Source: an optimization exercise on an open RTL-to-GDS flow (aim: small area). Production flows keep margins and buffers that such runs may drop.
The RTL was checked by simulation tests, not by an equivalence proof against the original design.
Power is estimated from default activity; no workload was simulated.

<file path="flow/flow/run.sh">
#!/bin/bash
# Own layout flow: the standard flow, with a synthesis script that maps
# the counter bit pairs by hand (cells.v) and the rest with an area-only abc
# script, smaller port buffers. Each tool's output goes to its own log here.
set -uo pipefail
F=$PWD/flow
export MY_ABC_SCRIPT=$F/abc.script
export MY_CELLS_V=$F/cells.v
bash standard.sh SYNTH_SCRIPT=$F/my_synth.tcl "SYNTH_BLACKBOXES=abacus_cpair abacus_la abacus_ctl abacus_nidx abacus_sel abacus_wd abacus_rd_t abacus_rd_t0 abacus_rd_n abacus_rd_n0" \
  "BUFFER_PORTS_ARGS=-buffer_cell sky130_fd_sc_hd__buf_1" \
  "CTS_ARGS=-sink_clustering_enable -repair_clock_nets -dont_use_dummy_load -buf_list sky130_fd_sc_hd__clkbuf_4 -sink_clustering_size 10 -sink_clustering_max_diameter 45" \
  finish > flow_make.log 2>&1
st=$?
exit $st
</file>
<file path="flow/flow/abc.script">
&get -n
&st
&dch
&nf -a -R 1000
&put
</file>
<file path="flow/flow/cells.v">
// Cell-level implementation of abacus_cpair (see rtl/abacus_counter.sv),
// swapped in by my_synth.tcl for the blackboxed RTL module.
module abacus_cpair (c_i, q_e, n_o, we_i, nwe_i, nw_e, w_o, d_e, dn_o, c_o);
  input c_i, q_e, n_o, we_i, nwe_i, nw_e, w_o;
  output d_e, dn_o, c_o;
  wire nc_o, xs_e, s_o;
  sky130_fd_sc_hd__nand2_1 u_nc (.A(c_i), .B(q_e), .Y(nc_o));
  sky130_fd_sc_hd__o21ai_1 u_xs (.A1(q_e), .A2(c_i), .B1(nc_o), .Y(xs_e));
  sky130_fd_sc_hd__o22ai_1 u_de (.A1(nwe_i), .A2(nw_e), .B1(we_i), .B2(xs_e), .Y(d_e));
  sky130_fd_sc_hd__nor2_1  u_co (.A(nc_o), .B(n_o), .Y(c_o));
  sky130_fd_sc_hd__a21oi_1 u_so (.A1(n_o), .A2(nc_o), .B1(c_o), .Y(s_o));
  sky130_fd_sc_hd__o22ai_1 u_do (.A1(nwe_i), .A2(w_o), .B1(we_i), .B2(s_o), .Y(dn_o));
endmodule

// Cell-level implementation of abacus_la.
module abacus_la (bump_i, nbump_i, q_e, n_o, c_o);
  input bump_i, nbump_i;
  input [27:0] q_e, n_o;
  output [7:1] c_o;
  wire [6:0] ne, no, ones;
  wire np2, np3, p4, np5, np6, np7;
  genvar j;
  generate for (j = 0; j < 7; j = j + 1) begin : g_o
    sky130_fd_sc_hd__nand4_1 u_ne (.A(q_e[4*j]), .B(q_e[4*j+1]), .C(q_e[4*j+2]), .D(q_e[4*j+3]), .Y(ne[j]));
    sky130_fd_sc_hd__or4_1   u_no (.A(n_o[4*j]), .B(n_o[4*j+1]), .C(n_o[4*j+2]), .D(n_o[4*j+3]), .X(no[j]));
    sky130_fd_sc_hd__nor2_2  u_on (.A(ne[j]), .B(no[j]), .Y(ones[j]));
  end endgenerate
  sky130_fd_sc_hd__nand2_1 u_np2 (.A(ones[0]), .B(ones[1]), .Y(np2));
  sky130_fd_sc_hd__nand3_1 u_np3 (.A(ones[0]), .B(ones[1]), .C(ones[2]), .Y(np3));
  sky130_fd_sc_hd__and4_2  u_p4  (.A(ones[0]), .B(ones[1]), .C(ones[2]), .D(ones[3]), .X(p4));
  sky130_fd_sc_hd__nand2_1 u_np5 (.A(p4), .B(ones[4]), .Y(np5));
  sky130_fd_sc_hd__nand3_1 u_np6 (.A(p4), .B(ones[4]), .C(ones[5]), .Y(np6));
  sky130_fd_sc_hd__nand4_1 u_np7 (.A(p4), .B(ones[4]), .C(ones[5]), .D(ones[6]), .Y(np7));
  sky130_fd_sc_hd__and2_1  u_c1  (.A(bump_i), .B(ones[0]), .X(c_o[1]));
  sky130_fd_sc_hd__nor2_1  u_c2  (.A(nbump_i), .B(np2), .Y(c_o[2]));
  sky130_fd_sc_hd__nor2_1  u_c3  (.A(nbump_i), .B(np3), .Y(c_o[3]));
  sky130_fd_sc_hd__and2_1  u_c4  (.A(bump_i), .B(p4), .X(c_o[4]));
  sky130_fd_sc_hd__nor2_1  u_c5  (.A(nbump_i), .B(np5), .Y(c_o[5]));
  sky130_fd_sc_hd__nor2_1  u_c6  (.A(nbump_i), .B(np6), .Y(c_o[6]));
  sky130_fd_sc_hd__nor2_1  u_c7  (.A(nbump_i), .B(np7), .Y(c_o[7]));
endmodule

// Cell-level implementation of abacus_ctl.
module abacus_ctl (en_i, ev_i, rqw_i, clrsel_i, nclr_i, idx0_i, nidx0_i, lit_i, selc_i, bump_o, nbump_o, we_o, nwe_o);
  input en_i, ev_i, rqw_i, clrsel_i, nclr_i, idx0_i, nidx0_i;
  input [3:0] lit_i, selc_i;
  output bump_o, nbump_o;
  output [7:0] we_o, nwe_o;
  wire ks, nwk, wl, wh, nwr;
  sky130_fd_sc_hd__and4_1  u_ks  (.A(lit_i[0]), .B(lit_i[1]), .C(lit_i[2]), .D(lit_i[3]), .X(ks));
  sky130_fd_sc_hd__nand2_1 u_nwk (.A(rqw_i), .B(ks), .Y(nwk));
  sky130_fd_sc_hd__o21ai_2 u_wl  (.A1(nwk), .A2(idx0_i), .B1(nclr_i), .Y(wl));
  sky130_fd_sc_hd__o21ai_2 u_wh  (.A1(nwk), .A2(nidx0_i), .B1(nclr_i), .Y(wh));
  sky130_fd_sc_hd__and2_1  u_we0 (.A(wl), .B(selc_i[0]), .X(we_o[0]));
  sky130_fd_sc_hd__and2_1  u_we1 (.A(wl), .B(selc_i[1]), .X(we_o[1]));
  sky130_fd_sc_hd__and2_1  u_we2 (.A(wl), .B(selc_i[2]), .X(we_o[2]));
  sky130_fd_sc_hd__and2_1  u_we3 (.A(wl), .B(selc_i[3]), .X(we_o[3]));
  sky130_fd_sc_hd__and2_1  u_we4 (.A(wh), .B(selc_i[0]), .X(we_o[4]));
  sky130_fd_sc_hd__and2_1  u_we5 (.A(wh), .B(selc_i[1]), .X(we_o[5]));
  sky130_fd_sc_hd__and2_1  u_we6 (.A(wh), .B(selc_i[2]), .X(we_o[6]));
  sky130_fd_sc_hd__and2_1  u_we7 (.A(wh), .B(selc_i[3]), .X(we_o[7]));
  sky130_fd_sc_hd__nand2_1 u_nw0 (.A(wl), .B(selc_i[0]), .Y(nwe_o[0]));
  sky130_fd_sc_hd__nand2_1 u_nw1 (.A(wl), .B(selc_i[1]), .Y(nwe_o[1]));
  sky130_fd_sc_hd__nand2_1 u_nw2 (.A(wl), .B(selc_i[2]), .Y(nwe_o[2]));
  sky130_fd_sc_hd__nand2_1 u_nw3 (.A(wl), .B(selc_i[3]), .Y(nwe_o[3]));
  sky130_fd_sc_hd__nand2_1 u_nw4 (.A(wh), .B(selc_i[0]), .Y(nwe_o[4]));
  sky130_fd_sc_hd__nand2_1 u_nw5 (.A(wh), .B(selc_i[1]), .Y(nwe_o[5]));
  sky130_fd_sc_hd__nand2_1 u_nw6 (.A(wh), .B(selc_i[2]), .Y(nwe_o[6]));
  sky130_fd_sc_hd__nand2_1 u_nw7 (.A(wh), .B(selc_i[3]), .Y(nwe_o[7]));
  sky130_fd_sc_hd__o21ai_1 u_nwr (.A1(ks), .A2(clrsel_i), .B1(rqw_i), .Y(nwr));
  sky130_fd_sc_hd__and3_2  u_bp  (.A(en_i), .B(ev_i), .C(nwr), .X(bump_o));
  sky130_fd_sc_hd__inv_2   u_nbp (.A(bump_o), .Y(nbump_o));
endmodule

// Cell-level implementation of abacus_nidx.
module abacus_nidx (idx_i, nidx_o);
  input [4:0] idx_i;
  output [4:0] nidx_o;
  sky130_fd_sc_hd__inv_2 u_n0 (.A(idx_i[0]), .Y(nidx_o[0]));
  sky130_fd_sc_hd__inv_2 u_n1 (.A(idx_i[1]), .Y(nidx_o[1]));
  sky130_fd_sc_hd__inv_2 u_n2 (.A(idx_i[2]), .Y(nidx_o[2]));
  sky130_fd_sc_hd__inv_2 u_n3 (.A(idx_i[3]), .Y(nidx_o[3]));
  sky130_fd_sc_hd__inv_2 u_n4 (.A(idx_i[4]), .Y(nidx_o[4]));
endmodule

// Cell-level implementations of the read-path slices (rtl/abacus_wb_counters.sv).
module abacus_rd_t (lo_i, hi_i, ksl_i, ks_i, shi_i, ssh_i, hold_i, misc_i, sh_i, dat_i, dat_d, hi_o);
  input [6:0] lo_i, hi_i, ksl_i, ks_i;
  input shi_i, ssh_i, hold_i, misc_i, sh_i, dat_i;
  output dat_d, hi_o;
  wire na, nb, nc, nd, ha, hb, hc;
  sky130_fd_sc_hd__a222oi_1 u_ha (.A1(ks_i[0]), .A2(hi_i[0]), .B1(ks_i[1]), .B2(hi_i[1]), .C1(ks_i[2]), .C2(hi_i[2]), .Y(ha));
  sky130_fd_sc_hd__a222oi_1 u_hb (.A1(ks_i[3]), .A2(hi_i[3]), .B1(ks_i[4]), .B2(hi_i[4]), .C1(ks_i[5]), .C2(hi_i[5]), .Y(hb));
  sky130_fd_sc_hd__nand2_1  u_hc (.A(ks_i[6]), .B(hi_i[6]), .Y(hc));
  sky130_fd_sc_hd__nand3_1  u_hs (.A(ha), .B(hb), .C(hc), .Y(hi_o));
  sky130_fd_sc_hd__a222oi_1 u_na (.A1(ksl_i[0]), .A2(lo_i[0]), .B1(ksl_i[1]), .B2(lo_i[1]), .C1(ksl_i[2]), .C2(lo_i[2]), .Y(na));
  sky130_fd_sc_hd__a222oi_1 u_nb (.A1(ksl_i[3]), .A2(lo_i[3]), .B1(ksl_i[4]), .B2(lo_i[4]), .C1(ksl_i[5]), .C2(lo_i[5]), .Y(nb));
  sky130_fd_sc_hd__a222oi_1 u_nc (.A1(ksl_i[6]), .A2(lo_i[6]), .B1(shi_i), .B2(hi_o), .C1(ssh_i), .C2(sh_i), .Y(nc));
  sky130_fd_sc_hd__a21oi_1  u_nd (.A1(hold_i), .A2(dat_i), .B1(misc_i), .Y(nd));
  sky130_fd_sc_hd__nand4_1  u_dd (.A(na), .B(nb), .C(nc), .D(nd), .Y(dat_d));
endmodule

module abacus_rd_t0 (lo_i, hi_i, ksl_i, ks_i, shi_i, ssh_i, hold_i, sh_i, dat_i, dat_d, hi_o);
  input [6:0] lo_i, hi_i, ksl_i, ks_i;
  input shi_i, ssh_i, hold_i, sh_i, dat_i;
  output dat_d, hi_o;
  wire na, nb, nc, nd, ha, hb, hc;
  sky130_fd_sc_hd__a222oi_1 u_ha (.A1(ks_i[0]), .A2(hi_i[0]), .B1(ks_i[1]), .B2(hi_i[1]), .C1(ks_i[2]), .C2(hi_i[2]), .Y(ha));
  sky130_fd_sc_hd__a222oi_1 u_hb (.A1(ks_i[3]), .A2(hi_i[3]), .B1(ks_i[4]), .B2(hi_i[4]), .C1(ks_i[5]), .C2(hi_i[5]), .Y(hb));
  sky130_fd_sc_hd__nand2_1  u_hc (.A(ks_i[6]), .B(hi_i[6]), .Y(hc));
  sky130_fd_sc_hd__nand3_1  u_hs (.A(ha), .B(hb), .C(hc), .Y(hi_o));
  sky130_fd_sc_hd__a222oi_1 u_na (.A1(ksl_i[0]), .A2(lo_i[0]), .B1(ksl_i[1]), .B2(lo_i[1]), .C1(ksl_i[2]), .C2(lo_i[2]), .Y(na));
  sky130_fd_sc_hd__a222oi_1 u_nb (.A1(ksl_i[3]), .A2(lo_i[3]), .B1(ksl_i[4]), .B2(lo_i[4]), .C1(ksl_i[5]), .C2(lo_i[5]), .Y(nb));
  sky130_fd_sc_hd__a222oi_1 u_nc (.A1(ksl_i[6]), .A2(lo_i[6]), .B1(shi_i), .B2(hi_o), .C1(ssh_i), .C2(sh_i), .Y(nc));
  sky130_fd_sc_hd__nand2_1  u_nd (.A(hold_i), .B(dat_i), .Y(nd));
  sky130_fd_sc_hd__nand4_1  u_dd (.A(na), .B(nb), .C(nc), .D(nd), .Y(dat_d));
endmodule

module abacus_rd_n (nlo_i, nhi_i, nksl_i, nks_i, shi_i, ssh_i, hold_i, nmisc_i, sh_i, dat_i, dat_d, hi_o);
  input [6:0] nlo_i, nhi_i, nksl_i, nks_i;
  input shi_i, ssh_i, hold_i, nmisc_i, sh_i, dat_i;
  output dat_d, hi_o;
  wire p01, p23, p45, p6, h01, h23, h45, h6, r, q;
  sky130_fd_sc_hd__o22ai_1 u_h01 (.A1(nks_i[0]), .A2(nhi_i[0]), .B1(nks_i[1]), .B2(nhi_i[1]), .Y(h01));
  sky130_fd_sc_hd__o22ai_1 u_h23 (.A1(nks_i[2]), .A2(nhi_i[2]), .B1(nks_i[3]), .B2(nhi_i[3]), .Y(h23));
  sky130_fd_sc_hd__o22ai_1 u_h45 (.A1(nks_i[4]), .A2(nhi_i[4]), .B1(nks_i[5]), .B2(nhi_i[5]), .Y(h45));
  sky130_fd_sc_hd__nor2_1  u_h6  (.A(nks_i[6]), .B(nhi_i[6]), .Y(h6));
  sky130_fd_sc_hd__or4_1   u_hs  (.A(h01), .B(h23), .C(h45), .D(h6), .X(hi_o));
  sky130_fd_sc_hd__o22ai_1 u_p01 (.A1(nksl_i[0]), .A2(nlo_i[0]), .B1(nksl_i[1]), .B2(nlo_i[1]), .Y(p01));
  sky130_fd_sc_hd__o22ai_1 u_p23 (.A1(nksl_i[2]), .A2(nlo_i[2]), .B1(nksl_i[3]), .B2(nlo_i[3]), .Y(p23));
  sky130_fd_sc_hd__o22ai_1 u_p45 (.A1(nksl_i[4]), .A2(nlo_i[4]), .B1(nksl_i[5]), .B2(nlo_i[5]), .Y(p45));
  sky130_fd_sc_hd__nor2_1  u_p6  (.A(nksl_i[6]), .B(nlo_i[6]), .Y(p6));
  sky130_fd_sc_hd__nor4_1  u_r   (.A(p01), .B(p23), .C(p45), .D(p6), .Y(r));
  sky130_fd_sc_hd__a222oi_1 u_q  (.A1(shi_i), .A2(hi_o), .B1(ssh_i), .B2(sh_i), .C1(hold_i), .C2(dat_i), .Y(q));
  sky130_fd_sc_hd__nand3_1 u_dd  (.A(r), .B(q), .C(nmisc_i), .Y(dat_d));
endmodule

module abacus_rd_n0 (nlo_i, nhi_i, nksl_i, nks_i, shi_i, ssh_i, hold_i, sh_i, dat_i, dat_d, hi_o);
  input [6:0] nlo_i, nhi_i, nksl_i, nks_i;
  input shi_i, ssh_i, hold_i, sh_i, dat_i;
  output dat_d, hi_o;
  wire p01, p23, p45, p6, h01, h23, h45, h6, r, q;
  sky130_fd_sc_hd__o22ai_1 u_h01 (.A1(nks_i[0]), .A2(nhi_i[0]), .B1(nks_i[1]), .B2(nhi_i[1]), .Y(h01));
  sky130_fd_sc_hd__o22ai_1 u_h23 (.A1(nks_i[2]), .A2(nhi_i[2]), .B1(nks_i[3]), .B2(nhi_i[3]), .Y(h23));
  sky130_fd_sc_hd__o22ai_1 u_h45 (.A1(nks_i[4]), .A2(nhi_i[4]), .B1(nks_i[5]), .B2(nhi_i[5]), .Y(h45));
  sky130_fd_sc_hd__nor2_1  u_h6  (.A(nks_i[6]), .B(nhi_i[6]), .Y(h6));
  sky130_fd_sc_hd__or4_1   u_hs  (.A(h01), .B(h23), .C(h45), .D(h6), .X(hi_o));
  sky130_fd_sc_hd__o22ai_1 u_p01 (.A1(nksl_i[0]), .A2(nlo_i[0]), .B1(nksl_i[1]), .B2(nlo_i[1]), .Y(p01));
  sky130_fd_sc_hd__o22ai_1 u_p23 (.A1(nksl_i[2]), .A2(nlo_i[2]), .B1(nksl_i[3]), .B2(nlo_i[3]), .Y(p23));
  sky130_fd_sc_hd__o22ai_1 u_p45 (.A1(nksl_i[4]), .A2(nlo_i[4]), .B1(nksl_i[5]), .B2(nlo_i[5]), .Y(p45));
  sky130_fd_sc_hd__nor2_1  u_p6  (.A(nksl_i[6]), .B(nlo_i[6]), .Y(p6));
  sky130_fd_sc_hd__nor4_1  u_r   (.A(p01), .B(p23), .C(p45), .D(p6), .Y(r));
  sky130_fd_sc_hd__a222oi_1 u_q  (.A1(shi_i), .A2(hi_o), .B1(ssh_i), .B2(sh_i), .C1(hold_i), .C2(dat_i), .Y(q));
  sky130_fd_sc_hd__nand2_1 u_dd  (.A(r), .B(q), .Y(dat_d));
endmodule

// Cell-level implementation of abacus_sel (outputs drive 16 slices each).
module abacus_sel (lit_i, rl_i, nrl_i, ks_o, nks_o, ksl_o, nksl_o);
  input [3:0] lit_i;
  input rl_i, nrl_i;
  output ks_o, nks_o, ksl_o, nksl_o;
  wire n1;
  sky130_fd_sc_hd__and4_4  u_ks  (.A(lit_i[0]), .B(lit_i[1]), .C(lit_i[2]), .D(lit_i[3]), .X(ks_o));
  sky130_fd_sc_hd__inv_4   u_nks (.A(ks_o), .Y(nks_o));
  sky130_fd_sc_hd__nand4_1 u_n1  (.A(lit_i[0]), .B(lit_i[1]), .C(lit_i[2]), .D(lit_i[3]), .Y(n1));
  sky130_fd_sc_hd__nor2_2  u_ksl (.A(n1), .B(nrl_i), .Y(ksl_o));
  sky130_fd_sc_hd__or2_4   u_nksl (.A(n1), .B(nrl_i), .X(nksl_o));
endmodule

// Cell-level implementation of abacus_wd (each output feeds 14 counter bits).
module abacus_wd (dw_i, nclr_i, wd_o);
  input [31:0] dw_i;
  input nclr_i;
  output [31:0] wd_o;
  genvar i;
  generate for (i = 0; i < 32; i = i + 2) begin : g_w
    sky130_fd_sc_hd__nand2_2 u_e (.A(dw_i[i]), .B(nclr_i), .Y(wd_o[i]));
    sky130_fd_sc_hd__and2_4  u_o (.A(dw_i[i+1]), .B(nclr_i), .X(wd_o[i+1]));
  end endgenerate
endmodule
</file>
<file path="flow/flow/my_synth.tcl">
# The standard flow's synthesis (synth_recipe.tcl), with two changes: abc runs an
# area-only mapping script, and the modules named in SYNTH_BLACKBOXES are
# replaced by the cell-level versions in cells.v before flattening.
proc synth {args} { yosys synth -nofsm -noshare {*}$args }
proc abc {args} {
  set i [lsearch -exact $args -script]
  if { $i >= 0 } { lset args [expr { $i + 1 }] $::env(MY_ABC_SCRIPT) }
  yosys abc {*}$args
}
source $::env(SCRIPTS_DIR)/synth.tcl
foreach m $::env(SYNTH_BLACKBOXES) { delete $m }
read_verilog $::env(MY_CELLS_V)
hierarchy -check -top $::env(DESIGN_NAME)
tee -o $::env(REPORTS_DIR)/synth_stat_cells.txt stat {*}$lib_args
# left out here: clear keep_hierarchy, flatten, clean up, hide names made inside functions
tee -o $::env(REPORTS_DIR)/synth_stat_flat.txt stat {*}$lib_args
# left out here: write 1_2_yosys.v
</file>
<file path="flow/standard.sh">
#!/bin/bash
# synth_recipe.tcl (not shown) runs the flow's synth.tcl, then flattens the netlist and writes it again
# the make line also repeats each setting of config.mk as NAME=value (left out here)
make -C /OpenROAD-flow-scripts/flow DESIGN_CONFIG=/design/flow/config.mk WORK_HOME=/design/flow/orfs CLKGATE_MAP_FILE= SYNTH_SCRIPT=/design/flow/synth_recipe.tcl "${@:-finish}"
</file>
<file path="flow/config.mk">
export PLATFORM = sky130hd
export DESIGN_NAME = abacus_wb_counters
export DESIGN_NICKNAME = abacus_wb_counters
export VERILOG_FILES = /design/flow/design.v
export SDC_FILE = /design/flow/constraint.sdc
export NUM_CORES = 4
export LEC_CHECK = 0
export ABC_AREA = 1
export CAP_MARGIN = 20
export CORE_MARGIN = 2
export CORE_UTILIZATION = 70
export GPL_TIMING_DRIVEN = 0
export PLACE_DENSITY = 0.85
export SETUP_SLACK_MARGIN = 0.1
export SLEW_MARGIN = 20
</file>
<file path="flow/constraint.sdc">
create_clock -name core_clock -period 4.5 [get_ports {clk}]
set_input_delay 0.9000 -clock core_clock [delete_from_list [all_inputs] [get_ports {clk}]]
set_output_delay 0.9000 -clock core_clock [all_outputs]
set_load 0.01 [all_outputs]
</file>
<file path="flow/design.v">
package abacus_pkg;
  localparam int NUM_EVENTS = 7;
  localparam logic [4:0] REG_CTRL      = 5'd0;
  localparam logic [4:0] REG_STATUS    = 5'd1;
  localparam logic [4:0] REG_ID        = 5'd2;
  localparam logic [4:0] REG_CNT_FIRST = 5'd4;    
  localparam logic [4:0] REG_CNT_LAST  = 5'd17;   
  localparam int CTRL_EN_BIT  = 0;
  localparam int CTRL_CLR_BIT = 1;
  localparam int CTRL_FRZ_BIT = 2;
  typedef enum logic [2:0] {
    EV_INSN_ISSUED = 3'd0,
    EV_IC_REQ      = 3'd1,
    EV_IC_MISS     = 3'd2,
    EV_IC_FILL     = 3'd3,
    EV_DC_REQ      = 3'd4,
    EV_DC_HIT      = 3'd5,
    EV_DC_FILL     = 3'd6
  } event_e;
endpackage
module abacus_cpair (
  input  logic c_i,
  input  logic q_e,      
  input  logic n_o,      
  input  logic we_i,
  input  logic nwe_i,    
  input  logic nw_e,     
  input  logic w_o,      
  output logic d_e,      
  output logic dn_o,     
  output logic c_o
);
  logic nc_o, xs_e, s_o;
  assign nc_o = ~(c_i & q_e);
  assign xs_e = ~((q_e | c_i) & nc_o);           
  assign d_e  = ~((nwe_i | nw_e) & (we_i | xs_e));
  assign c_o  = ~(nc_o | n_o);
  assign s_o  = ~((n_o & nc_o) | c_o);           
  assign dn_o = ~((nwe_i | w_o) & (we_i | s_o));
endmodule
module abacus_la (
  input  logic        bump_i,
  input  logic        nbump_i,   
  input  logic [27:0] q_e,
  input  logic [27:0] n_o,
  output logic [7:1]  c_o
);
  logic [6:0] ones;
  for (genvar j = 0; j < 7; j++) begin : g_o
    assign ones[j] = (&q_e[4*j +: 4]) & ~(|n_o[4*j +: 4]);
  end
  for (genvar j = 1; j < 8; j++) begin : g_c
    if (j == 1 || j == 4) begin : g_t
      assign c_o[j] = bump_i & (&ones[j-1:0]);
    end else begin : g_n
      assign c_o[j] = ~(nbump_i | ~(&ones[j-1:0]));
    end
  end
endmodule
module abacus_counter #(
  parameter int W = 64
) (
  input  logic         clk,
  input  logic         rst,
  input  logic         bump_i,      
  input  logic         nbump_i,     
  input  logic [7:0]   we_i,        
  input  logic [7:0]   nwe_i,       
  input  logic [31:0]  w_i,         
  input  logic [31:0]  nw_i,        
  output logic [W-1:0] raw_o,       
  output logic         wrap_o
);
  localparam int G  = 8;
  localparam int NG = W / G;
  logic [W-1:0]  st_q, st_d;      
  logic [W/2:0]  cp;             
  logic [27:0] la_e, la_o;
  for (genvar i = 0; i < 28; i++) begin : g_la
    assign la_e[i] = st_q[2*i];
    assign la_o[i] = st_q[2*i+1];
  end
  logic [7:1] gc;
  abacus_la u_la (
    .bump_i  (bump_i),
    .nbump_i (nbump_i),
    .q_e     (la_e),
    .n_o     (la_o),
    .c_o     (gc)
  );
  assign cp[0] = bump_i;
  for (genvar j = 1; j < NG; j++) begin : g_gc
    assign cp[G/2*j] = gc[j];
  end
  assign wrap_o = cp[W/2];
  for (genvar p = 0; p < W/2; p++) begin : g_p
    logic c_nxt;
    abacus_cpair u_p (
      .c_i   (cp[p]),
      .q_e   (st_q[2*p]),
      .n_o   (st_q[2*p+1]),
      .we_i  (we_i[p/4]),
      .nwe_i (nwe_i[p/4]),
      .nw_e  (nw_i[(2*p) % 32]),
      .w_o   (w_i[(2*p+1) % 32]),
      .d_e   (st_d[2*p]),
      .dn_o  (st_d[2*p+1]),
      .c_o   (c_nxt)
    );
    if (p % (G/2) != G/2-1 || p == W/2-1) begin : g_c
      assign cp[p+1] = c_nxt;
    end
  end
  for (genvar i = 0; i < W; i++) begin : g_ff
    if (i % 2 == 0) begin : g_t
      always_ff @(posedge clk or posedge rst)
        if (rst) st_q[i] <= 1'b0;
        else     st_q[i] <= st_d[i];
    end else begin : g_n
      always_ff @(posedge clk or posedge rst)
        if (rst) st_q[i] <= 1'b1;
        else     st_q[i] <= st_d[i];
    end
  end
  assign raw_o = st_q;
endmodule
module abacus_ctl (
  input  logic       en_i,       
  input  logic       ev_i,
  input  logic       rqw_i,      
  input  logic       clrsel_i,   
  input  logic       nclr_i,     
  input  logic       idx0_i,     
  input  logic       nidx0_i,    
  input  logic [3:0] lit_i,      
  input  logic [3:0] selc_i,     
  output logic       bump_o,
  output logic       nbump_o,
  output logic [7:0] we_o,       
  output logic [7:0] nwe_o
);
  logic ks, nwk, wl, wh, nwr;
  assign ks      = &lit_i;
  assign nwk     = ~(rqw_i & ks);
  assign wl      = ~((nwk | idx0_i) & nclr_i);
  assign wh      = ~((nwk | nidx0_i) & nclr_i);
  assign we_o    = {{4{wh}} & selc_i, {4{wl}} & selc_i};
  assign nwe_o   = ~we_o;
  assign nwr     = ~((ks | clrsel_i) & rqw_i);
  assign bump_o  = en_i & ev_i & nwr;
  assign nbump_o = ~bump_o;
endmodule
module abacus_nidx (
  input  logic [4:0] idx_i,
  output logic [4:0] nidx_o
);
  assign nidx_o = ~idx_i;
endmodule
module abacus_wd (
  input  logic [31:0] dw_i,     
  input  logic        nclr_i,   
  output logic [31:0] wd_o
);
  for (genvar i = 0; i < 32; i++) begin : g_w
    if (i % 2 == 0) begin : g_e
      assign wd_o[i] = ~(dw_i[i] & nclr_i);
    end else begin : g_o
      assign wd_o[i] = dw_i[i] & nclr_i;
    end
  end
endmodule
module abacus_rd_t (
  input  logic [6:0] lo_i,     
  input  logic [6:0] hi_i,     
  input  logic [6:0] ksl_i,    
  input  logic [6:0] ks_i,     
  input  logic       shi_i,    
  input  logic       ssh_i,    
  input  logic       hold_i,   
  input  logic       misc_i,
  input  logic       sh_i,
  input  logic       dat_i,
  output logic       dat_d,
  output logic       hi_o      
);
  assign hi_o   = |(ks_i & hi_i);
  assign dat_d  = (|(ksl_i & lo_i)) | (shi_i & hi_o) | (ssh_i & sh_i) | (hold_i & dat_i) | misc_i;
endmodule
module abacus_rd_n (
  input  logic [6:0] nlo_i,
  input  logic [6:0] nhi_i,
  input  logic [6:0] nksl_i,
  input  logic [6:0] nks_i,
  input  logic       shi_i,
  input  logic       ssh_i,
  input  logic       hold_i,
  input  logic       nmisc_i,
  input  logic       sh_i,
  input  logic       dat_i,
  output logic       dat_d,
  output logic       hi_o      
);
  assign hi_o   = |(~nks_i & ~nhi_i);
  assign dat_d  = (|(~nksl_i & ~nlo_i)) | (shi_i & hi_o) | (ssh_i & sh_i) | (hold_i & dat_i) | ~nmisc_i;
endmodule
module abacus_rd_t0 (
  input  logic [6:0] lo_i,
  input  logic [6:0] hi_i,
  input  logic [6:0] ksl_i,
  input  logic [6:0] ks_i,
  input  logic       shi_i,
  input  logic       ssh_i,
  input  logic       hold_i,
  input  logic       sh_i,
  input  logic       dat_i,
  output logic       dat_d,
  output logic       hi_o      
);
  assign hi_o   = |(ks_i & hi_i);
  assign dat_d  = (|(ksl_i & lo_i)) | (shi_i & hi_o) | (ssh_i & sh_i) | (hold_i & dat_i);
endmodule
module abacus_rd_n0 (
  input  logic [6:0] nlo_i,
  input  logic [6:0] nhi_i,
  input  logic [6:0] nksl_i,
  input  logic [6:0] nks_i,
  input  logic       shi_i,
  input  logic       ssh_i,
  input  logic       hold_i,
  input  logic       sh_i,
  input  logic       dat_i,
  output logic       dat_d,
  output logic       hi_o      
);
  assign hi_o   = |(~nks_i & ~nhi_i);
  assign dat_d  = (|(~nksl_i & ~nlo_i)) | (shi_i & hi_o) | (ssh_i & sh_i) | (hold_i & dat_i);
endmodule
module abacus_sel (
  input  logic [3:0] lit_i,    
  input  logic       rl_i,     
  input  logic       nrl_i,    
  output logic       ks_o,
  output logic       nks_o,
  output logic       ksl_o,
  output logic       nksl_o
);
  assign ks_o   = &lit_i;
  assign nks_o  = ~(&lit_i);
  assign ksl_o  = ~(~(&lit_i) | nrl_i);
  assign nksl_o = ~(&lit_i) | nrl_i;
endmodule
import abacus_pkg::*;
module abacus_wb_counters #(
  parameter int          COUNTER_W       = 64,
  parameter bit          ENABLE_AT_RESET = 1'b1,
  parameter logic [31:0] BLOCK_ID        = 32'hABAC0001
) (
  input  logic        clk,
  input  logic        rst,
  input  logic [29:0] wb_adr,
  input  logic [31:0] wb_dat_w,
  input  logic [3:0]  wb_sel,
  input  logic        wb_cyc,
  input  logic        wb_stb,
  input  logic        wb_we,
  output logic [31:0] wb_dat_r,
  output logic        wb_ack,
  output logic        wb_err,
  input  logic        abacus_instruction_issued,
  input  logic        abacus_icache_request,
  input  logic        abacus_icache_miss,
  input  logic        abacus_icache_line_fill_in_progress,
  input  logic        abacus_dcache_request,
  input  logic        abacus_dcache_hit,
  input  logic        abacus_dcache_line_fill_in_progress
);
  logic [NUM_EVENTS-1:0] ev;
  assign ev = {abacus_dcache_line_fill_in_progress, abacus_dcache_hit,
               abacus_dcache_request, abacus_icache_line_fill_in_progress,
               abacus_icache_miss, abacus_icache_request,
               abacus_instruction_issued};
  logic                  ack_q, err_q;
  logic [31:0]           dat_q;
  logic                  enable_q, freeze_q;
  logic [NUM_EVENTS-1:0] status_q;
  logic [2:0]            shadow_idx_q;    
  logic [31:0]           shadow_hi_q;
  logic [4:0] idx;
  logic       req, mapped, wr, rd, cnt_sel, cnt_hi;
  logic [6:0] ksel;             
  logic [6:0] nks, ksl, nksl;   
  logic       rl;               
  logic       ctrl_wr, status_wr, clr, cnt_en;
  assign idx     = wb_adr[4:0];
  assign req     = wb_cyc & wb_stb & ~(wb_ack | wb_err);
  assign cnt_sel = (idx >= REG_CNT_FIRST) & (idx <= REG_CNT_LAST);
  assign mapped  = (idx <= REG_ID) | cnt_sel;
  assign wr      = req & mapped & wb_we;
  assign rd      = req & mapped & ~wb_we;
  assign cnt_hi  = idx[0];
  assign rl      = req & ~cnt_hi;
  assign ctrl_wr   = wr & (idx == REG_CTRL) & wb_sel[0];
  assign status_wr = wr & (idx == REG_STATUS) & wb_sel[0];
  assign clr       = rqw & clrsel;
  assign cnt_en    = enable_q & ~freeze_q;
  logic rqw, clrsel;
  assign rqw    = req & wb_we;
  assign clrsel = (idx == REG_CTRL) & wb_sel[0] & wb_dat_w[CTRL_CLR_BIT];
  logic [4:0] nidx;
  logic       nclr;
  logic [3:0] selc;
  abacus_nidx u_nidx (.idx_i (idx), .nidx_o (nidx));
  assign nclr = ~clr;
  assign selc = wb_sel | {4{clr}};
  logic [31:0] wd;
  abacus_wd u_wd (
    .dw_i   (wb_dat_w),
    .nclr_i (nclr),
    .wd_o   (wd)
  );
  logic [COUNTER_W-1:0] cnt_raw [NUM_EVENTS];
  logic [NUM_EVENTS-1:0]                wrap;
  for (genvar k = 0; k < NUM_EVENTS; k++) begin : g_cnt
    logic [7:0] we_k, nwe_k;
    logic [3:0] lit_k;
    logic       bump_k, nbump_k;
    for (genvar b = 0; b < 4; b++) begin : g_lit
      assign lit_k[b] = ((k + 2) >> b) & 1 ? idx[b+1] : nidx[b+1];
    end
    abacus_sel u_sel (
      .lit_i  (lit_k),
      .rl_i   (rl),
      .nrl_i  (~rl),
      .ks_o   (ksel[k]),
      .nks_o  (nks[k]),
      .ksl_o  (ksl[k]),
      .nksl_o (nksl[k])
    );
    abacus_ctl u_ctl (
      .en_i     (cnt_en),
      .ev_i     (ev[k]),
      .rqw_i    (rqw),
      .clrsel_i (clrsel),
      .nclr_i   (nclr),
      .idx0_i   (idx[0]),
      .nidx0_i  (nidx[0]),
      .lit_i    (lit_k),
      .selc_i   (selc),
      .bump_o   (bump_k),
      .nbump_o  (nbump_k),
      .we_o     (we_k),
      .nwe_o    (nwe_k)
    );
    abacus_counter #(.W(COUNTER_W)) u_cnt (
      .clk     (clk),
      .rst     (rst),
      .bump_i  (bump_k),
      .nbump_i (nbump_k),
      .we_i    (we_k),
      .nwe_i   (nwe_k),
      .w_i     (wd),       
      .nw_i    (wd),       
      .raw_o   (cnt_raw[k]),
      .wrap_o  (wrap[k])
    );
  end
  logic        shadow_hit;
  assign shadow_hit = (shadow_idx_q == idx[3:1]);
  logic        shi, ssh, hold, shadow_ld, s_id, s_ctrl, s_stat;
  assign shi       = req & cnt_sel & cnt_hi & ~shadow_hit;
  assign ssh       = req & cnt_sel & cnt_hi & shadow_hit;
  assign hold      = ~req;
  assign shadow_ld = rd & cnt_sel & ~cnt_hi;
  assign s_id      = req & (idx == REG_ID);
  assign s_ctrl    = req & (idx == REG_CTRL);
  assign s_stat    = req & (idx == REG_STATUS);
  logic [31:0] misc;
  for (genvar i = 0; i < 32; i++) begin : g_misc
    if (i == CTRL_EN_BIT)
      assign misc[i] = (s_id & BLOCK_ID[i]) | (s_stat & status_q[i]) | (s_ctrl & enable_q);
    else if (i == CTRL_FRZ_BIT)
      assign misc[i] = (s_id & BLOCK_ID[i]) | (s_stat & status_q[i]) | (s_ctrl & freeze_q);
    else if (i < NUM_EVENTS)
      assign misc[i] = (s_id & BLOCK_ID[i]) | (s_stat & status_q[i]);
    else
      assign misc[i] = s_id & BLOCK_ID[i];
  end
  logic [31:0] dat_d, hi_sel;
  for (genvar i = 0; i < 32; i++) begin : g_rd
    logic [6:0] lo_b, hi_b;
    for (genvar k = 0; k < NUM_EVENTS; k++) begin : g_k
      assign lo_b[k] = cnt_raw[k][i];
      assign hi_b[k] = cnt_raw[k][i+32];
    end
    localparam bit HAS_MISC = (i < NUM_EVENTS) || BLOCK_ID[i];
    if (i % 2 == 0 && HAS_MISC) begin : g_tm
      abacus_rd_t u_rd (
        .lo_i (lo_b), .hi_i (hi_b), .ksl_i (ksl), .ks_i (ksel),
        .shi_i (shi), .ssh_i (ssh), .hold_i (hold),
        .misc_i (misc[i]), .sh_i (shadow_hi_q[i]), .dat_i (dat_q[i]),
        .dat_d (dat_d[i]), .hi_o (hi_sel[i])
      );
    end else if (i % 2 == 0) begin : g_t
      abacus_rd_t0 u_rd (
        .lo_i (lo_b), .hi_i (hi_b), .ksl_i (ksl), .ks_i (ksel),
        .shi_i (shi), .ssh_i (ssh), .hold_i (hold),
        .sh_i (shadow_hi_q[i]), .dat_i (dat_q[i]),
        .dat_d (dat_d[i]), .hi_o (hi_sel[i])
      );
    end else if (HAS_MISC) begin : g_nm
      abacus_rd_n u_rd (
        .nlo_i (lo_b), .nhi_i (hi_b), .nksl_i (nksl), .nks_i (nks),
        .shi_i (shi), .ssh_i (ssh), .hold_i (hold),
        .nmisc_i (~misc[i]), .sh_i (shadow_hi_q[i]), .dat_i (dat_q[i]),
        .dat_d (dat_d[i]), .hi_o (hi_sel[i])
      );
    end else begin : g_n
      abacus_rd_n0 u_rd (
        .nlo_i (lo_b), .nhi_i (hi_b), .nksl_i (nksl), .nks_i (nks),
        .shi_i (shi), .ssh_i (ssh), .hold_i (hold),
        .sh_i (shadow_hi_q[i]), .dat_i (dat_q[i]),
        .dat_d (dat_d[i]), .hi_o (hi_sel[i])
      );
    end
  end
  always_ff @(posedge clk or posedge rst) begin
    if (rst) begin
      ack_q        <= 1'b0;
      err_q        <= 1'b0;
      dat_q        <= '0;
      enable_q     <= ENABLE_AT_RESET;
      freeze_q     <= 1'b0;
      status_q     <= '0;
      shadow_idx_q <= 3'd1;
      shadow_hi_q  <= '0;
    end else begin
      ack_q <= req & mapped;
      err_q <= req & ~mapped;
      dat_q <= dat_d;
      if (ctrl_wr) begin
        enable_q <= wb_dat_w[CTRL_EN_BIT];
        freeze_q <= wb_dat_w[CTRL_FRZ_BIT];
      end
      status_q <= (status_q & ~({NUM_EVENTS{status_wr}} & wb_dat_w[NUM_EVENTS-1:0])) | wrap;
      if (clr)            shadow_idx_q <= 3'd1;
      else if (shadow_ld) shadow_idx_q <= idx[3:1];
      if (shadow_ld) shadow_hi_q <= hi_sel;
    end
  end
  assign wb_ack   = ack_q;
  assign wb_err   = err_q;
  assign wb_dat_r = dat_q;
  logic unused_bits;
  assign unused_bits = ^wb_adr[29:5];
endmodule
</file>
==> results of run 1 <==
## routing by layer
metal | vias up | track usage
met4 | 2 | 0.365
met1 | 12300 | 0.634
li1 | 11300 | -
met2 | 2055 | 0.667
met3 | 441 | 0.178
met5 | - | 0.0153
## worst max-delay path by stage
stage | depth (start not counted) | slack, ns | start | endpoint
finish | 15 | 0.41 | g_cnt[0].u_cnt.st_q[1] | g_cnt[0].u_cnt.st_q[63]
global route | 18 | 0.11 | wb_adr[3] | g_cnt[5].u_cnt.st_q[63]
CTS | 18 | 0.63 | wb_adr[2] | g_cnt[5].u_cnt.st_q[63]
detailed placement | 18 | -0.30 | wb_adr[2] | g_cnt[5].u_cnt.st_q[63]
global placement | 8 | -1.70 | wb_adr[2] | g_cnt[5].u_cnt.st_q[52]
floorplan | 7 | 0.20 | wb_adr[2] | g_cnt[0].u_cnt.st_q[10]
## stage by stage
stage | hold WS [ns] | instances | power (uW)
after floorplan | 0.442 | 2775 | 6110
after global placement | 0.455 | 3329 | 6450
after detailed placement | 0.463 | 3338 | 6530
after CTS | 0.241 | 3399 | 8600
after global routing | 0.292 | 3401 | 8940
final | 0.281 | 3401 | 8650
## worst register-to-register path, cell delays in order, from the launching register on
cell and delay [ns]:
sky130_fd_sc_hd__dfstp_2 0.40, sky130_fd_sc_hd__or4_1 0.55, sky130_fd_sc_hd__nor2_2 0.41, sky130_fd_sc_hd__and4_2 0.52, sky130_fd_sc_hd__nand4_1 0.13, sky130_fd_sc_hd__nor2_1 0.37, sky130_fd_sc_hd__nand2_1 0.16, sky130_fd_sc_hd__nor2_1 0.20
sky130_fd_sc_hd__nand2_1 0.11, sky130_fd_sc_hd__nor2_1 0.20, sky130_fd_sc_hd__nand2_1 0.12, sky130_fd_sc_hd__nor2_1 0.19, sky130_fd_sc_hd__nand2_1 0.11, sky130_fd_sc_hd__nor2_1 0.33, sky130_fd_sc_hd__a21oi_1 0.08, sky130_fd_sc_hd__o22ai_1 0.15
## power breakdown
| part | switching [uW] | internal, uW | leakage [uW] | total, uW |
|---|---|---|---|---|
| clock | 1550 | 607 | 0.000276 | 2150 |
| sequential | 342 | 5160 | 0.00644 | 5500 |
| combinational | 634 | 359 | 0.00426 | 993 |
| total | 2520 | 6130 | 0.0110 | 8650 |
## cell type report
| class | instances | area share |
|---|---|---|
| diodes | 1 | 0.0000903 |
| plain buffers | 1 | 0.000181 |
| clock buffers | 60 | 0.0163 |
| inverters | 23 | 0.00474 |
| multi-input cells | 2225 | 0.453 |
| flip-flops and latches | 526 | 0.485 |
| well taps | 468 | 0.0211 |
| repair buffers | 97 | 0.0196 |
## repair_timing
item                                    4_1_cts  5_1_grt
hold buffers                                  1        0
endpoints found under the setup margin        0        0
resized for setup                             0        0
endpoints found under the hold margin         1        0
## sequential cells by signal, indices dropped and copies added, names as in the netlist
register,flops
dat_q,32
err_q,1
status_q,7
freeze_q,1
ack_q,1
shadow_idx_q,3
g_cnt.u_cnt.st_q,448
enable_q,1
shadow_hi_q,32
==> results_dict.tcl, run 1 <==
set metrics [dict create \
    startpoint_type "flop" \
    initial_antenna_violation_count 3 \
    fin_nets 3012 \
    groute.usage.overall 0.488 \
    dp_worst_setup_slack_ns -0.304 \
    final_core_utilization 0.757 \
    final.setup_skew_ns 0.0487 \
    clock_tree.buffer_depth 3 \
    clock-root-buffer "sky130_fd_sc_hd__clkbuf_4" \
    number_of_global_route_vias_before_repair 24300 \
    crit_family "simple AND/OR/NAND/NOR gates" \
    met2WireLength_mm 38.1 \
    end_kind "flop" \
    netlist_instances 2775 \
    worstPathBufferInverterCount 0 \
    ys_warn_count 13 \
    wl_met1_mm 32.5 \
    detail-route-antenna-nets 0 \
    row_count 70 \
    layout_common_cells "544 x sky130_fd_sc_hd__o22ai_1, 346 x sky130_fd_sc_hd__nand2_1, 300 x sky130_fd_sc_hd__dfrtp_1" \
    clk_latency_ns 0.90 \
    critical_r2r_capture "g_cnt[0].u_cnt.st_q[63]" \
    core_area_sq_mm 0.0366 \
    tightest_slew_ns 1.27 \
    timing.max_slew.rel_slack 0.153 \
    final_cell_area_sq_mm 0.0277 \
    status "no timing/DRC/antenna violations" \
    multi_input_area_sq_mm 0.0125 \
    leakagePower_uw 0.0110 \
    drive_gt1_frac 0.155 \
    avgViaCountPerCell 7.68 \
    finalHoldViolCount 0 \
    holdPathEnd "status_q[6]" \
    max_freq_mhz 245 \
    route.detailed.wl_per_inst_microns 27.9 \
    drv_cap 0 \
    peakVddDrop_mv 0.223 \
    drt_iter0_drc 3954 \
    crit_chain "or4_1, nor2_2, and4_2, nand4_1, nor2_1, nand2_1, nor2_1, nand2_1, nor2_1, nand2_1, nor2_1, nand2_1, nor2_1, a21oi_1, o22ai_1" \
    critPathSlowestCell "sky130_fd_sc_hd__or4_1" \
    reg2regPathDepth 15 \
    holdCritPathClass "input pin to flop" \
    globalplace.congestion 1.04 \
    register_area_sq_mm 0.0134 \
    ctsHtreeMaxLevel 2 \
    cts_inserted_buffers 60 \
    number_of_drc_violations_after_detailed_routing 0 \
    cts_tree "yes" \
    grt_pass1_wl_mm 141 \
    crit_type "flop to flop" \
    post-route-worst-setup-slack_ns 0.414 \
    layout.cells.most_common "sky130_fd_sc_hd__o22ai_1" \
    rsz0062_at_grt "no" \
    die_h_microns 197 \
    overflow_left_after_global_routing 0 \
    dr.max_layer_used "met5" \
    io_pins 112 \
    r2r_slack_ns 0.41 \
    layout_min_cycle_time_ns 4.09 \
    post_cts_buffers 0 \
    synth.cell_area_sq_mm 0.0261 \
    worstPathRequired_ns 5.33 \
    grt_start_max_net_pins 185 \
    power.density_mw_per_mm2 312 \
    syn_area_per_cell_sq_um 9.39 \
    post-route-period-util 0.908 \
    cts.sink_count 526 \
    dpl_cell_area_sq_mm 0.0272 \
    setup-violations-final 0 \
    first_pass_iters 7 \
    timing_max_transition_violations_final 0 \
    crit-reg2reg-launch "g_cnt[0].u_cnt.st_q[1]" \
    hpwlAfterDp_mm 63.7 \
    synth.net_count 2853 \
    floorplan.initialDensity 0.712 \
    die_area_sq_mm 0.0388 \
    io_buffer_count 86 \
    area.growth.synth_to_final_pct 6.29 \
    min-delay-start "wb_dat_w[6]" \
    clk_pin_slew_worst_paths_ns 0.11 \
    chipWidth_microns 197 \
    final.setup.tns_ns 0 \
    totalWireLength_mm 94.8 \
    cp_slowest_stage_delay_ns 0.55 \
    wl_met3_mm 16.1 \
    dr_total_vias 26100 \
    worst-path-max-fanout 4 \
    min_path_cells 3 \
    critical_path_arrival_ns 4.91 \
    critPathMostFrequentCell "sky130_fd_sc_hd__nor2_1" \
    fillerInstances 2627 \
]
==> inputs of run 2 (changes only) <==
--- a/flow/config.mk
+++ b/flow/config.mk
@@ -11,5 +11,5 @@
 export CORE_UTILIZATION = 70
 export GPL_TIMING_DRIVEN = 0
 export PLACE_DENSITY = 0.85
-export SETUP_SLACK_MARGIN = 0.1
+export SETUP_SLACK_MARGIN = 0.05
 export SLEW_MARGIN = 20
==> run 2 against run 1 <==
  * Critical endpoint unchanged
  * Wire length unchanged
  * Maximum frequency unchanged
  * Clock power about the same
  * Via count unchanged
  * Largest cell class unchanged
  * Largest power group unchanged
  * Still clean
  * Highest routed layer unchanged
==> results_dict.tcl, run 2 <==
set metrics [dict create \
    p_total_uw 8650 \
    startpoint_type "flop" \
    synth.net_count 2853 \
    timing.max_slew.rel_slack 0.153 \
    avgViaCountPerCell 7.68 \
    totalWireLength_mm 94.8 \
    clk_latency_ns 0.90 \
    crit_type "flop to flop" \
    first_pass_iters 7 \
    timing_max_transition_violations_final 0 \
    cts.sink_count 526 \
    detail-route-antenna-nets 0 \
    overflow_left_after_global_routing 0 \
    rsz0062_at_grt "no" \
    ctsHtreeMaxLevel 2 \
    fillerInstances 2627 \
    io_buffer_count 86 \
    number_of_global_route_vias_before_repair 24300 \
    chipWidth_microns 197 \
    core_area_sq_mm 0.0366 \
    synth.cell_area_sq_mm 0.0261 \
    grt_pass1_wl_mm 141 \
    worst-path-max-fanout 4 \
    cts_inserted_buffers 60 \
    post-route-period-util 0.908 \
    critical_path_arrival_ns 4.91 \
    worst_hold_slack_ns 0.281 \
    grt_start_max_net_pins 185 \
    finalHoldViolCount 0 \
    cts_hold_repair.buffers 1 \
    tightest_slew_ns 1.27 \
    layout.cells.most_common "sky130_fd_sc_hd__o22ai_1" \
    final.setup_skew_ns 0.0487 \
    die_h_microns 197 \
    setup-violations-final 0 \
    max_flop_register "g_cnt.u_cnt.st_q" \
    ys_warn_count 13 \
    layout_common_cells "544 x sky130_fd_sc_hd__o22ai_1, 346 x sky130_fd_sc_hd__nand2_1, 300 x sky130_fd_sc_hd__dfrtp_1" \
    clock-root-buffer "sky130_fd_sc_hd__clkbuf_4" \
    leakagePower_uw 0.0110 \
    post_cts_buffers 0 \
    netlist_instances 2775 \
    power.density_mw_per_mm2 312 \
    initial_antenna_violation_count 3 \
    critPathSlowestCell "sky130_fd_sc_hd__or4_1" \
    globalplace.congestion 1.04 \
    reg_top3 "g_cnt.u_cnt.st_q: 448 flops, dat_q: 32 flops, shadow_hi_q: 32 flops" \
    number_of_drc_violations_after_detailed_routing 0 \
    hpwlAfterDp_mm 63.7 \
    max_freq_mhz 245 \
    route.detailed.wl_per_inst_microns 27.9 \
    status "no timing/DRC/antenna violations" \
    drt_iter0_drc 3954 \
    peakVddDrop_mv 0.223 \
    area.growth.synth_to_final_pct 6.29 \
    cp_slowest_stage_delay_ns 0.55 \
    io_pins 112 \
    holdCritPathClass "input pin to flop" \
    cts_tree "yes" \
    cts.repair.resized 0 \
    die_area_sq_mm 0.0388 \
    groute.usage.overall 0.488 \
    fin_nets 3012 \
    dr_total_vias 26100 \
    row_count 70 \
    drv_cap 0 \
    crit_chain "or4_1, nor2_2, and4_2, nand4_1, nor2_1, nand2_1, nor2_1, nand2_1, nor2_1, nand2_1, nor2_1, nand2_1, nor2_1, a21oi_1, o22ai_1" \
    clock_tree.buffer_depth 3 \
    largest_register_ffs 448 \
    layout_min_cycle_time_ns 4.09 \
    floorplan.initialDensity 0.712 \
    critPathMostFrequentCell "sky130_fd_sc_hd__nor2_1" \
    worstPathRequired_ns 5.33 \
    drive_gt1_frac 0.155 \
    clk_pin_slew_worst_paths_ns 0.11 \
    syn_area_per_cell_sq_um 9.39 \
    end_kind "flop" \
]
==> run 2: power breakdown <==
group / total [uW] / internal, uW / switching (uW)
sequential: 5500 / 5160 / 342
combinational: 993 / 359 / 634
clock: 2150 / 607 / 1550
==> run 2: layout make-up <==
type                    instances  area (sq um)  share of cell area
repair buffers                 97           543              0.0196
clock buffers                  60           450              0.0163
plain buffers                   1          5.00            0.000181
diodes                          1          2.50           0.0000903
well taps                     468           586              0.0211
multi-input cells            2225         12500               0.453
inverters                      23           131             0.00474
flip-flops and latches        526         13400               0.485
==> run 2: worst paths after layout <==
kind	start	end	cells past startpoint	slack, ns
max	g_cnt[0].u_cnt.st_q[1]	g_cnt[0].u_cnt.st_q[63]	15	0.41
min	wb_dat_w[6]	status_q[6]	3	0.28
max reg2reg	g_cnt[0].u_cnt.st_q[1]	g_cnt[0].u_cnt.st_q[63]	15	0.41
min reg2reg	status_q[3]	status_q[3]	1	0.49
max in group asynchronous	rst	g_cnt[6].u_cnt.st_q[28]	5	2.06
min in group asynchronous	rst	g_cnt[1].u_cnt.st_q[44]	3	0.56
==> run 2: critical path, delay by kind of cell (launching register included) <==
kind,cells,cell delay [ns]
AOI/OAI and AO/OA,2,0.23
DFF,1,0.40
and+or+nand+nor,13,3.39
==> run 2: per-stage QoR <==
stage          utilization  instances  worst slack [ns]  cell area (sq um)  TNS (ns)
2_1_floorplan            -       2775             0.201              26100         0
5_1_grt              0.757       3401             0.108              27700         0
4_1_cts              0.756       3399             0.630              27700         0
3_3_place_gp         0.737       3329             -1.70              27000   -931.35
6_report             0.757       3401             0.414              27700         0
3_5_place_dp         0.743       3338            -0.304              27200    -52.05
==> run 2: per-layer routing <==
metal	track usage	vias to the layer above	wire length, microns
met5	0.0153	-	63
met4	0.365	2	8150
met3	0.178	441	16100
met2	0.667	2055	38100
met1	0.634	12300	32500
li1	-	11300	-
==> inputs of run 3 (changes only) <==
--- a/flow/flow/cells.v
+++ b/flow/flow/cells.v
@@ -17,13 +17,13 @@
   input bump_i, nbump_i;
   input [27:0] q_e, n_o;
   output [7:1] c_o;
-  wire [6:0] ne, no, ones;
+  wire [6:0] ne, ao, ones;
   wire np2, np3, p4, np5, np6, np7;
   genvar j;
   generate for (j = 0; j < 7; j = j + 1) begin : g_o
     sky130_fd_sc_hd__nand4_1 u_ne (.A(q_e[4*j]), .B(q_e[4*j+1]), .C(q_e[4*j+2]), .D(q_e[4*j+3]), .Y(ne[j]));
-    sky130_fd_sc_hd__or4_1   u_no (.A(n_o[4*j]), .B(n_o[4*j+1]), .C(n_o[4*j+2]), .D(n_o[4*j+3]), .X(no[j]));
-    sky130_fd_sc_hd__nor2_2  u_on (.A(ne[j]), .B(no[j]), .Y(ones[j]));
+    sky130_fd_sc_hd__nor4_1  u_ao (.A(n_o[4*j]), .B(n_o[4*j+1]), .C(n_o[4*j+2]), .D(n_o[4*j+3]), .Y(ao[j]));
+    sky130_fd_sc_hd__nor2b_1 u_on (.A(ne[j]), .B_N(ao[j]), .Y(ones[j]));
   end endgenerate
   sky130_fd_sc_hd__nand2_1 u_np2 (.A(ones[0]), .B(ones[1]), .Y(np2));
   sky130_fd_sc_hd__nand3_1 u_np3 (.A(ones[0]), .B(ones[1]), .C(ones[2]), .Y(np3));
@@ -161,7 +161,7 @@
   output ks_o, nks_o, ksl_o, nksl_o;
   wire n1;
   sky130_fd_sc_hd__and4_4  u_ks  (.A(lit_i[0]), .B(lit_i[1]), .C(lit_i[2]), .D(lit_i[3]), .X(ks_o));
-  sky130_fd_sc_hd__inv_4   u_nks (.A(ks_o), .Y(nks_o));
+  sky130_fd_sc_hd__inv_2   u_nks (.A(ks_o), .Y(nks_o));
   sky130_fd_sc_hd__nand4_1 u_n1  (.A(lit_i[0]), .B(lit_i[1]), .C(lit_i[2]), .D(lit_i[3]), .Y(n1));
   sky130_fd_sc_hd__nor2_2  u_ksl (.A(n1), .B(nrl_i), .Y(ksl_o));
   sky130_fd_sc_hd__or2_4   u_nksl (.A(n1), .B(nrl_i), .X(nksl_o));
--- a/flow/config.mk
+++ b/flow/config.mk
@@ -11,5 +11,5 @@
 export CORE_UTILIZATION = 70
 export GPL_TIMING_DRIVEN = 0
 export PLACE_DENSITY = 0.85
-export SETUP_SLACK_MARGIN = 0.05
+export SETUP_SLACK_MARGIN = 0.1
 export SLEW_MARGIN = 20
==> run 3 against run 2 <==
  * Still clean
  * Flip-flop and latch count is the same
  * Wire length is 0.13% lower
  * Non-clock buffer count shrank 3
  * Register-to-register slack got worse by 0.12 ns
  * Clock power about the same
==> results_dict.tcl, run 3 <==
set metrics [dict create \
    status "no timing/DRC/antenna violations" \
    number_of_drc_violations_after_detailed_routing 0 \
    dpl_cell_area_sq_mm 0.0271 \
    route.detailed.wl_per_inst_microns 27.8 \
    tightest_slew_ns 1.22 \
    peakVddDrop_mv 0.280 \
    area.growth.synth_to_final_pct 6.29 \
    largest_register_ffs 448 \
    drt_iter0_drc 4433 \
    finalHoldViolCount 0 \
    netlist_instances 2775 \
    row_count 70 \
    clock_tree.buffer_depth 3 \
    post_cts_buffers 0 \
    number_of_global_route_vias_before_repair 24100 \
    final_cell_area_sq_mm 0.0276 \
    worst-path-max-fanout 4 \
    layout.cells.most_common "sky130_fd_sc_hd__o22ai_1" \
    cts_tree "yes" \
    critical_path_arrival_ns 5.05 \
    detail-route-antenna-nets 0 \
    setup-violations-final 0 \
    post-route-period-util 0.935 \
    reg2regPathDepth 15 \
    clock-root-buffer "sky130_fd_sc_hd__clkbuf_4" \
    final.setup.tns_ns 0 \
    timing_max_transition_violations_final 0 \
    syn_area_per_cell_sq_um 9.36 \
    final_core_utilization 0.754 \
    initial_antenna_violation_count 9 \
    die_h_microns 197 \
    grt_pass1_wl_mm 140 \
    synth.net_count 2853 \
    dr_total_vias 26100 \
    die_area_sq_mm 0.0387 \
    post-route-worst-setup-slack_ns 0.290 \
    layout_min_cycle_time_ns 4.21 \
    leakagePower_uw 0.0108 \
    worstPathRequired_ns 5.34 \
    fin_nets 3010 \
    max_freq_mhz 238 \
    drive_gt1_frac 0.138 \
    totalWireLength_mm 94.7 \
    instances_no_fill 3407 \
    io_buffer_count 86 \
    floorplan.initialDensity 0.710 \
    clk_latency_ns 0.93 \
    end_kind "flop" \
    rsz0062_at_grt "no" \
    grt_start_max_net_pins 182 \
    globalplace.congestion 1.03 \
    cts_inserted_buffers 61 \
    chipWidth_microns 197 \
    overflow_left_after_global_routing 0 \
    first_pass_iters 13 \
    placed_cells 3337 \
    crit_type "flop to flop" \
    reg_top3 "g_cnt.u_cnt.st_q: 448 flops, dat_q: 32 flops, shadow_hi_q: 32 flops" \
    groute.usage.overall 0.486 \
    fillerInstances 2639 \
    cts.sink_count 526 \
    hpwlAfterDp_mm 63.6 \
    layout_common_cells "544 x sky130_fd_sc_hd__o22ai_1, 346 x sky130_fd_sc_hd__nand2_1, 300 x sky130_fd_sc_hd__dfrtp_1" \
    drv_cap 0 \
    ys_warn_count 13 \
    power.density_mw_per_mm2 313 \
    ctsHtreeMaxLevel 2 \
    core_area_sq_mm 0.0366 \
    avgViaCountPerCell 7.65 \
    clk_pin_slew_worst_paths_ns 0.12 \
    final.setup_skew_ns 0.120 \
    startpoint_type "flop" \
    holdCritPathClass "input pin to asynchronous set/reset pin" \
    io_pins 112 \
    timing.max_slew.rel_slack 0.186 \
    synth.cell_area_sq_mm 0.0260 \
    max_flop_register "g_cnt.u_cnt.st_q" \
    dp_worst_setup_slack_ns -0.509 \
]
-- run 3: layout make-up --
type | instances | area [sq um] | area share
multi-input cells | 2225 | 12500 | 0.452
inverters | 23 | 114 | 0.00412
repair buffers | 94 | 504 | 0.0183
flip-flops and latches | 526 | 13400 | 0.487
clock buffers | 61 | 458 | 0.0166
well taps | 468 | 586 | 0.0212
diodes | 9 | 22.5 | 0.000816
plain buffers | 1 | 5.00 | 0.000181
-- run 3: timing repair --
action,4_1_cts,5_1_grt
gates resized for setup,0,1
endpoints found under the hold margin,0,0
setup endpoints to repair,0,1
hold buffers,0,0
-- run 3: worst paths after layout --
path                                        start                 endpoint  slack [ns]
max                        g_cnt[0].u_cnt.st_q[1]  g_cnt[0].u_cnt.st_q[63]        0.29
min                                           rst  g_cnt[2].u_cnt.st_q[40]        0.29
max reg2reg                g_cnt[0].u_cnt.st_q[1]  g_cnt[0].u_cnt.st_q[63]        0.29
min reg2reg                           status_q[6]              status_q[6]        0.48
max in group asynchronous                     rst   g_cnt[5].u_cnt.st_q[6]        2.63
min in group core_clock               wb_dat_w[3]              status_q[3]        0.32
-- run 3: power by group --
group / internal [uW] / switching (uW)
Sequential: 5160 / 352
Combinational: 368 / 611
Clock: 617 / 1530
Total: 6150 / 2490
-- run 3: metrics by stage --
stage	power (uW)	hold slack, ns
after global placement	6450	0.456
after CTS	8590	0.295
after global routing	8930	0.334
final	8640	0.286
after detailed placement	6520	0.459
after floorplan	6110	0.442
-- run 3: routing by layer --
metal / share of wire / track usage
met1: 0.34 / 0.638
met2: 0.40 / 0.666
met3: 0.17 / 0.191
met4: 0.080 / 0.325
met5: 0.00016 / 0.0102
-- run 3: worst max-delay path, stage by stage (launching register included) --
cell and delay [ns]:
sky130_fd_sc_hd__dfstp_2 0.40, sky130_fd_sc_hd__nor4_1 0.28, sky130_fd_sc_hd__nor2b_1 0.89, sky130_fd_sc_hd__and4_2 0.50, sky130_fd_sc_hd__nand4_1 0.10, sky130_fd_sc_hd__nor2_1 0.36, sky130_fd_sc_hd__nand2_1 0.16, sky130_fd_sc_hd__nor2_1 0.21
sky130_fd_sc_hd__nand2_1 0.12, sky130_fd_sc_hd__nor2_1 0.19, sky130_fd_sc_hd__nand2_1 0.12, sky130_fd_sc_hd__nor2_1 0.19, sky130_fd_sc_hd__nand2_1 0.11, sky130_fd_sc_hd__nor2_1 0.29, sky130_fd_sc_hd__a21oi_1 0.07, sky130_fd_sc_hd__o22ai_1 0.13
==> inputs of run 4 (changes only) <==
--- a/flow/flow/run.sh
+++ b/flow/flow/run.sh
@@ -8,7 +8,7 @@
 export MY_CELLS_V=$F/cells.v
 bash standard.sh SYNTH_SCRIPT=$F/my_synth.tcl "SYNTH_BLACKBOXES=abacus_cpair abacus_la abacus_ctl abacus_nidx abacus_sel abacus_wd abacus_rd_t abacus_rd_t0 abacus_rd_n abacus_rd_n0" \
   "BUFFER_PORTS_ARGS=-buffer_cell sky130_fd_sc_hd__buf_1" \
-  "CTS_ARGS=-sink_clustering_enable -repair_clock_nets -dont_use_dummy_load -buf_list sky130_fd_sc_hd__clkbuf_4 -sink_clustering_size 10 -sink_clustering_max_diameter 45" \
+  "CTS_ARGS=-sink_clustering_enable -repair_clock_nets -dont_use_dummy_load -buf_list sky130_fd_sc_hd__clkbuf_8 -sink_clustering_size 16 -sink_clustering_max_diameter 60" \
   finish > flow_make.log 2>&1
 st=$?
 exit $st
==> run 4 against run 3 <==
  * Still clean on timing, DRC and antenna
  * Final cell count shrank 0.73%
  * Non-clock buffer count stayed put
  * Core utilization increased by 0.30 points
  * Flip-flop and latch count unchanged
  * Synthesized cell count is the same
  * Register-to-register slack better by 0.15 ns
  * Global-route usage is 0.051 points higher
  * Synthesized area unchanged
  * Critical endpoint is now g_cnt[6].u_cnt.st_q[63]
==> results_dict.tcl, run 4 <==
set metrics [dict create \
    intPower_uw 6370 \
    rsz0062_at_grt "no" \
    die_h_microns 197 \
    layout_common_cells "544 x sky130_fd_sc_hd__o22ai_1, 346 x sky130_fd_sc_hd__nand2_1, 300 x sky130_fd_sc_hd__dfrtp_1" \
    max_flop_register "g_cnt.u_cnt.st_q" \
    drt_iter0_drc 4553 \
    route.detailed.wl_per_inst_microns 28.0 \
    drv_cap 0 \
    total_switching_power_uw 2500 \
    row_count 70 \
    tightest_slew_ns 1.24 \
    clock-root-buffer "sky130_fd_sc_hd__clkbuf_8" \
    finalHoldViolCount 0 \
    pwr-share-seq 0.622 \
    worst-path-max-fanout 14 \
    startpoint_type "input pin" \
    power.density_mw_per_mm2 320 \
    layout_min_cycle_time_ns 4.32 \
    final.setup_skew_ns 0.0683 \
    multi_input_area_sq_mm 0.0125 \
    final_cell_area_sq_mm 0.0277 \
    clock_tree.buffer_depth 3 \
    post-route-period-util 0.960 \
    io_pins 112 \
    grt_pass1_wl_mm 140 \
    status "no timing/DRC/antenna violations" \
    dpl_cell_area_sq_mm 0.0271 \
    reg_top3 "g_cnt.u_cnt.st_q: 448 flops, dat_q: 32 flops, shadow_hi_q: 32 flops" \
    peakVddDrop_mv 0.256 \
    first_pass_iters 11 \
    syn_area_per_cell_sq_um 9.36 \
    register_area_sq_mm 0.0134 \
    wl_met3_mm 16.3 \
    p_total_uw 8860 \
    grt_start_max_net_pins 182 \
    critical_path_arrival_ns 4.90 \
    timing_max_transition_violations_final 0 \
    core_area_sq_mm 0.0366 \
    totalWireLength_mm 94.6 \
    dp_worst_setup_slack_ns -0.509 \
    leakagePower_uw 0.0108 \
    holdCritPathClass "flop to flop" \
    floorplan.initialDensity 0.710 \
    overflow_left_after_global_routing 0 \
    layout.cells.most_common "sky130_fd_sc_hd__o22ai_1" \
    worst_hold_slack_ns 0.477 \
    number_of_global_route_vias_before_repair 24100 \
    fillerInstances 2632 \
    max_freq_mhz 232 \
    dr_total_vias 26200 \
    initial_antenna_violation_count 3 \
    clk_pin_slew_worst_paths_ns 0.09 \
    ctsHtreeMaxLevel 2 \
    power.switching_fraction 0.282 \
    io_buffer_count 86 \
    crit_type "input pin to flop" \
    number_of_drc_violations_after_detailed_routing 0 \
    drive_gt1_frac 0.133 \
    end_kind "flop" \
    setup-violations-final 0 \
    detail-route-antenna-nets 0 \
    ys_warn_count 13 \
    power.share.combinational 0.110 \
    cts.sink_count 526 \
    synth.net_count 2853 \
    synth.cell_area_sq_mm 0.0260 \
    worstPathRequired_ns 5.09 \
    die_area_sq_mm 0.0387 \
    area.growth.synth_to_final_pct 6.71 \
    power.clock.fraction 0.267 \
    cts_tree "yes" \
    fin_nets 2991 \
    wl_met1_mm 32.6 \
    final.setup.tns_ns 0 \
    met2WireLength_mm 38.3 \
    timing.max_slew.rel_slack 0.174 \
    netlist_instances 2775 \
    post-route-worst-setup-slack_ns 0.182 \
    dr.max_layer_used "met4" \
    cts_inserted_buffers 42 \
    post_cts_buffers 0 \
    chipWidth_microns 197 \
    hpwlAfterDp_mm 63.6 \
    avgViaCountPerCell 7.75 \
    clk_latency_ns 0.69 \
    globalplace.congestion 1.03 \
    groute.usage.overall 0.486 \
    largest_register_ffs 448 \
]
run 4: cell types whose count changed in the layout (fill, tap and decap cells not counted):
| cell | delta |
|---|---|
| sky130_fd_sc_hd__diode_2 | -6 |
| sky130_fd_sc_hd__clkbuf_8 | +42 |
| sky130_fd_sc_hd__clkbuf_2 | +3 |
| sky130_fd_sc_hd__buf_1 | -3 |
| sky130_fd_sc_hd__clkbuf_4 | -61 |
run 4: final cells by class:
| cell class | count | area share |
|---|---|---|
| antenna | 3 | 0.000271 |
| buffer | 1 | 0.000181 |
| clock buffer | 42 | 0.0209 |
| inverter | 23 | 0.00411 |
| multi-input combinational | 2225 | 0.450 |
| sequential | 526 | 0.485 |
| tap | 468 | 0.0211 |
| timing repair buffer | 94 | 0.0183 |
run 4: through the flow:
step | util | cells
after floorplan | - | 2775
after global placement | 0.735 | 3329
after detailed placement | 0.741 | 3337
after CTS | 0.756 | 3379
after global routing | 0.757 | 3379
final | 0.757 | 3382
run 4: path summary, 6_finish.rpt:
check	to	from	slack, ns	depth (start not counted)
worst max-delay path	g_cnt[6].u_cnt.st_q[63]	wb_adr[0]	0.18	17
worst min-delay path	status_q[6]	status_q[6]	0.48	1
worst max register to register	g_cnt[6].u_cnt.st_q[63]	err_q	0.44	17
worst min register to register	status_q[6]	status_q[6]	0.48	1
max in group asynchronous	g_cnt[4].u_cnt.st_q[22]	rst	2.45	4
min in group asynchronous	g_cnt[1].u_cnt.st_q[46]	rst	0.51	3
run 4: layer usage:
| layer | vias up | GRT usage |
|---|---|---|
| li1 | 11200 | - |
| met1 | 12500 | 0.647 |
| met2 | 2134 | 0.670 |
| met3 | 425 | 0.179 |
| met4 | 0 | 0.323 |
| met5 | - | 0 |
run 4: worst max-delay path, cell delays in order:
cell and delay [ns]:
sky130_fd_sc_hd__clkdlybuf4s15_1 0.68, sky130_fd_sc_hd__nor3_1 0.18, sky130_fd_sc_hd__and3_1 0.40, sky130_fd_sc_hd__o21ai_1 0.24
sky130_fd_sc_hd__and3_2 0.31, sky130_fd_sc_hd__inv_2 0.11, sky130_fd_sc_hd__nor2_1 0.34, sky130_fd_sc_hd__nand2_1 0.15
sky130_fd_sc_hd__nor2_1 0.21, sky130_fd_sc_hd__nand2_1 0.11, sky130_fd_sc_hd__nor2_1 0.25, sky130_fd_sc_hd__nand2_1 0.15
sky130_fd_sc_hd__nor2_1 0.22, sky130_fd_sc_hd__nand2_1 0.12, sky130_fd_sc_hd__nor2_1 0.31, sky130_fd_sc_hd__a21oi_1 0.08
sky130_fd_sc_hd__o22ai_1 0.12
run 4: what timing repair did:
item                                    CTS  global route
gates resized for setup                   0             6
hold endpoints to repair                  0             0
endpoints found under the setup margin    0            18
hold buffers                              0             0
run 4: power groups by stage:
stage	combinational, uW	clock, uW	sequential, uW
3_5_place_dp	942	0	5580
2_1_floorplan	624	0	5480
6_report	979	2370	5510
5_1_grt	1050	2530	5550
3_3_place_gp	886	0	5560
4_1_cts	945	2360	5500

Re-timed with assumed drivers on the ports (clkbuf_16 on the clock, buf_2 on other inputs), run 4 has 0.211 ns of setup slack against 0.182 ns with ideal ports, and -0.497 ns once port delays also move by the mid clock arrival of 0.708 ns.
